Source: an optimization exercise on an open RTL-to-GDS flow (aim: small area). Production flows keep margins and buffers that such runs may drop. No activity file was given, so power comes from the tool's default toggle rates.

## alu_seq
module alu_seq
#(
  parameter int XLEN = 64
) (
  input  logic            clk,
  input  logic            rst_n,
  input  logic            in_valid,
  output logic            in_ready,
  input  logic [diablo_alu_pkg::ALU_OP_W-1:0] in_op,
  input  logic [XLEN-1:0] in_a,
  input  logic [XLEN-1:0] in_b,
  output logic            out_valid,
  input  logic            out_ready,
  output logic [XLEN-1:0] out_result,
  output logic            out_err
);
Size in the first run: ~150 flip-flops, ~200 I/O pins, about 8600 um^2 of cells after synthesis.
Settings: LEC_CHECK=0, CAP_MARGIN=20, CORE_MARGIN=2, CORE_UTILIZATION=40, SLEW_MARGIN=20, SYNTH_HIERARCHICAL=1; clock period 10.0 ns.
standard.sh (not shown) runs the stock make flow with config.mk's settings and CLKGATE_MAP_FILE= SYNTH_SCRIPT=/design/flow/synth_recipe.tcl, a recipe that flattens the netlist after the stock synthesis.
==> flow/flow/run.sh <==
#!/bin/bash
# Layout of alu_seq: the standard flow (standard.sh, all steps unchanged), with the port
# buffers that global placement inserts on every input and output made of the smallest buffer
# cell, sky130_fd_sc_hd__buf_1, in place of the flow's default choice. Each tool's output is kept
# in a log of its own here; ORFS also keeps per-step logs under orfs/logs.
set -euo pipefail
export BUFFER_PORTS_ARGS="-buffer_cell sky130_fd_sc_hd__buf_1"
export CTS_ARGS="-sink_clustering_enable -repair_clock_nets -dont_use_dummy_load -buf_list {sky130_fd_sc_hd__clkbuf_4 sky130_fd_sc_hd__clkbuf_8} -root_buf sky130_fd_sc_hd__clkbuf_8 -sink_clustering_size 12 -sink_clustering_max_diameter 60"
bash standard.sh > standard.log 2>&1
The first run completed without violations.
Next try:
--- a/flow/design.v
+++ b/flow/design.v
@@ -283,59 +283,57 @@
   logic            r_ov;
   logic [1:0]      r_st;
   logic [SHW-1:0]  r_k;
   logic            r_abit;
   logic            r_lt;
   logic            r_pbit;
   logic [XLEN-1:0] r_acc;
   logic [XLEN-1:0] r_q;
   logic            r_psgn;
   logic            r_f1;
   logic            r_f2;
-  logic [3:0]      r_op;
-  logic            r_a63;
-  logic            r_b63;
+  logic            r_err;
   diablo_alu_pkg::alu_op_e w_op;
   logic w_p0, w_p1, w_p2, w_first, w_lastk, w_last, w_done;
   logic w_add, w_sub_op, w_logic, w_shift, w_mul, w_cmp, w_isdiv, w_two;
   logic w_signed, w_rem, w_sa, w_bn, w_negq, w_e, w_e63, w_sub, w_bk, w_diff, w_lt, w_lbit;
   logic [SHW-1:0]  w_kn;
   logic            w_knl, w_hold;
   logic            w_bitin, w_yen, w_yinv, w_y64, w_cin;
   logic [XLEN:0]   w_sum;
-  assign w_op     = diablo_alu_pkg::alu_op_e'(r_op);
+  assign w_op     = diablo_alu_pkg::alu_op_e'(in_op);
   assign w_add    = (w_op == diablo_alu_pkg::ALU_ADD);
   assign w_sub_op = (w_op == diablo_alu_pkg::ALU_SUB);
   assign w_logic  = (w_op == diablo_alu_pkg::ALU_AND) || (w_op == diablo_alu_pkg::ALU_OR) ||
                     (w_op == diablo_alu_pkg::ALU_XOR);
   assign w_shift  = (w_op == diablo_alu_pkg::ALU_SLL) || (w_op == diablo_alu_pkg::ALU_SRL) ||
                     (w_op == diablo_alu_pkg::ALU_SRA);
   assign w_cmp    = (w_op == diablo_alu_pkg::ALU_SLT) || (w_op == diablo_alu_pkg::ALU_SLTU);
   assign w_mul    = (w_op == diablo_alu_pkg::ALU_MUL);
   assign w_isdiv  = diablo_alu_pkg::op_is_iter(w_op) && !w_mul;
   assign w_two    = w_logic || w_cmp || w_shift;
   assign w_signed = (w_op == diablo_alu_pkg::ALU_DIV) || (w_op == diablo_alu_pkg::ALU_REM);
   assign w_rem    = (w_op == diablo_alu_pkg::ALU_REM) || (w_op == diablo_alu_pkg::ALU_REMU);
-  assign w_sa     = w_signed && r_a63;
-  assign w_bn     = w_signed && r_b63;
+  assign w_sa     = w_signed && in_a[XLEN-1];
+  assign w_bn     = w_signed && in_b[XLEN-1];
   assign w_p0     = (r_st == S_P0);
   assign w_p1     = (r_st == S_P1);
   assign w_p2     = (r_st == S_P2);
   assign w_first  = (r_k == SHW'(XLEN-1));
   assign w_lastk  = (r_k == '0);
   assign w_last   = w_p2 || (w_p1 && w_two) || (w_p0 && !w_two && !w_isdiv);
   assign w_done   = w_last && w_lastk;
   assign in_ready = !r_ov && (w_done || !in_valid);
   assign out_valid  = r_ov;
   assign out_result = r_acc;
-  assign out_err    = (r_op == 4'd15);
+  assign out_err    = r_err;
   assign w_kn  = (r_st == S_PRE) ? SHW'(XLEN-1) : (r_k - 1'b1);
   assign w_knl = (w_kn < in_b[SHW-1:0]);
   always_ff @(posedge clk) begin
     r_abit <= ((in_op == 4'd6 || in_op == 4'd7) && w_knl) ? ((in_op == 4'd7) && in_a[XLEN-1]) : in_a[w_kn];
     r_lt   <= w_knl;
   end
   assign w_bk   = r_acc[XLEN-1];
   assign w_diff = r_abit ^ w_bk;
   always_comb begin
     case (w_op)
       diablo_alu_pkg::ALU_AND: w_lbit = r_abit & w_bk;
@@ -419,25 +417,23 @@
   end
   always_ff @(posedge clk) begin
     r_k    <= w_kn;
     r_pbit <= w_bitin;
     r_q    <= {r_q[XLEN-2:0], !w_sum[XLEN]};
     if (w_p0) r_psgn <= 1'b0;
     if (w_p1) r_psgn <= w_sum[XLEN];
   end
   assign w_hold = w_p1 && w_shift && ((w_op == diablo_alu_pkg::ALU_SLL) ? !r_lt : r_lt);
   always_ff @(posedge clk) begin
     if (!r_ov && !w_hold) r_acc <= w_sum[XLEN-1:0];
-    if (!r_ov) r_op <= in_op;
-    r_a63 <= in_a[XLEN-1];
-    r_b63 <= in_b[XLEN-1];
+    if (!r_ov) r_err <= (in_op == 4'd15);
   end
   always_ff @(posedge clk) begin
     if (w_p1) begin
       if (w_isdiv) begin
         if (w_first) r_f1 <= !w_sum[XLEN];
         r_f2 <= !w_first && (((&r_acc) && r_psgn) || (r_f2 && r_pbit));
       end else begin
         r_f1 <= (r_f1 && !w_first) || w_diff;
         r_f2 <= w_lt;
       end
     end else if (w_p2 && w_first) begin
Count of clock-buffer cells in the layout is unchanged. Cell area increases by 0.83%. Register-to-register slack gets better by 0.64 ns. Worst hold slack gets better by 0.0066 ns. Cell count increases by 1.5%. Synthesized cell count decreases by about 2.5%. Total power increases by 2.2%. Synthesized area decreases by 2.3%. First-iteration DRC count decreases by 37%. Worst setup slack gets worse by 0.45 ns. Critical path depth increases by 4. Core utilization increases by 1.7 points.
No run of this note included a check of the RTL's function; only the layout flow was run.

==> re-timing with driven ports <==
The results above use ideal ports. As a check the final layouts listed here were re-extracted and re-timed, cells and wires unchanged. Step 1, drivers: a clkbuf_16 drives clk and a buf_2 each remaining input, both assumed. Step 2 moves the port delays by t, midway between the first and last clock arrival at a register: inputs arrive t later, outputs are due t later. That takes back most of the time a late clock gives input paths. Three values: ideal ports, drivers, drivers and shift; two values: the first two.
| run | t, ns | slack for setup (ns) | slew at the worst register clock pin (ns) |
|---|---|---|---|
| the first run | 0.467 | 0.880 / 0.880 / 0.880 | 0.11 / 0.11 |
| the second run | 0.450 | 0.434 / 0.453 / 0.003 | 0.09 / 0.09 |
After both steps setup and hold are still met in every run listed. The setup slack of the second run, which loses most, moves by +0.019 ns with the drivers and by -0.431 ns with both steps.
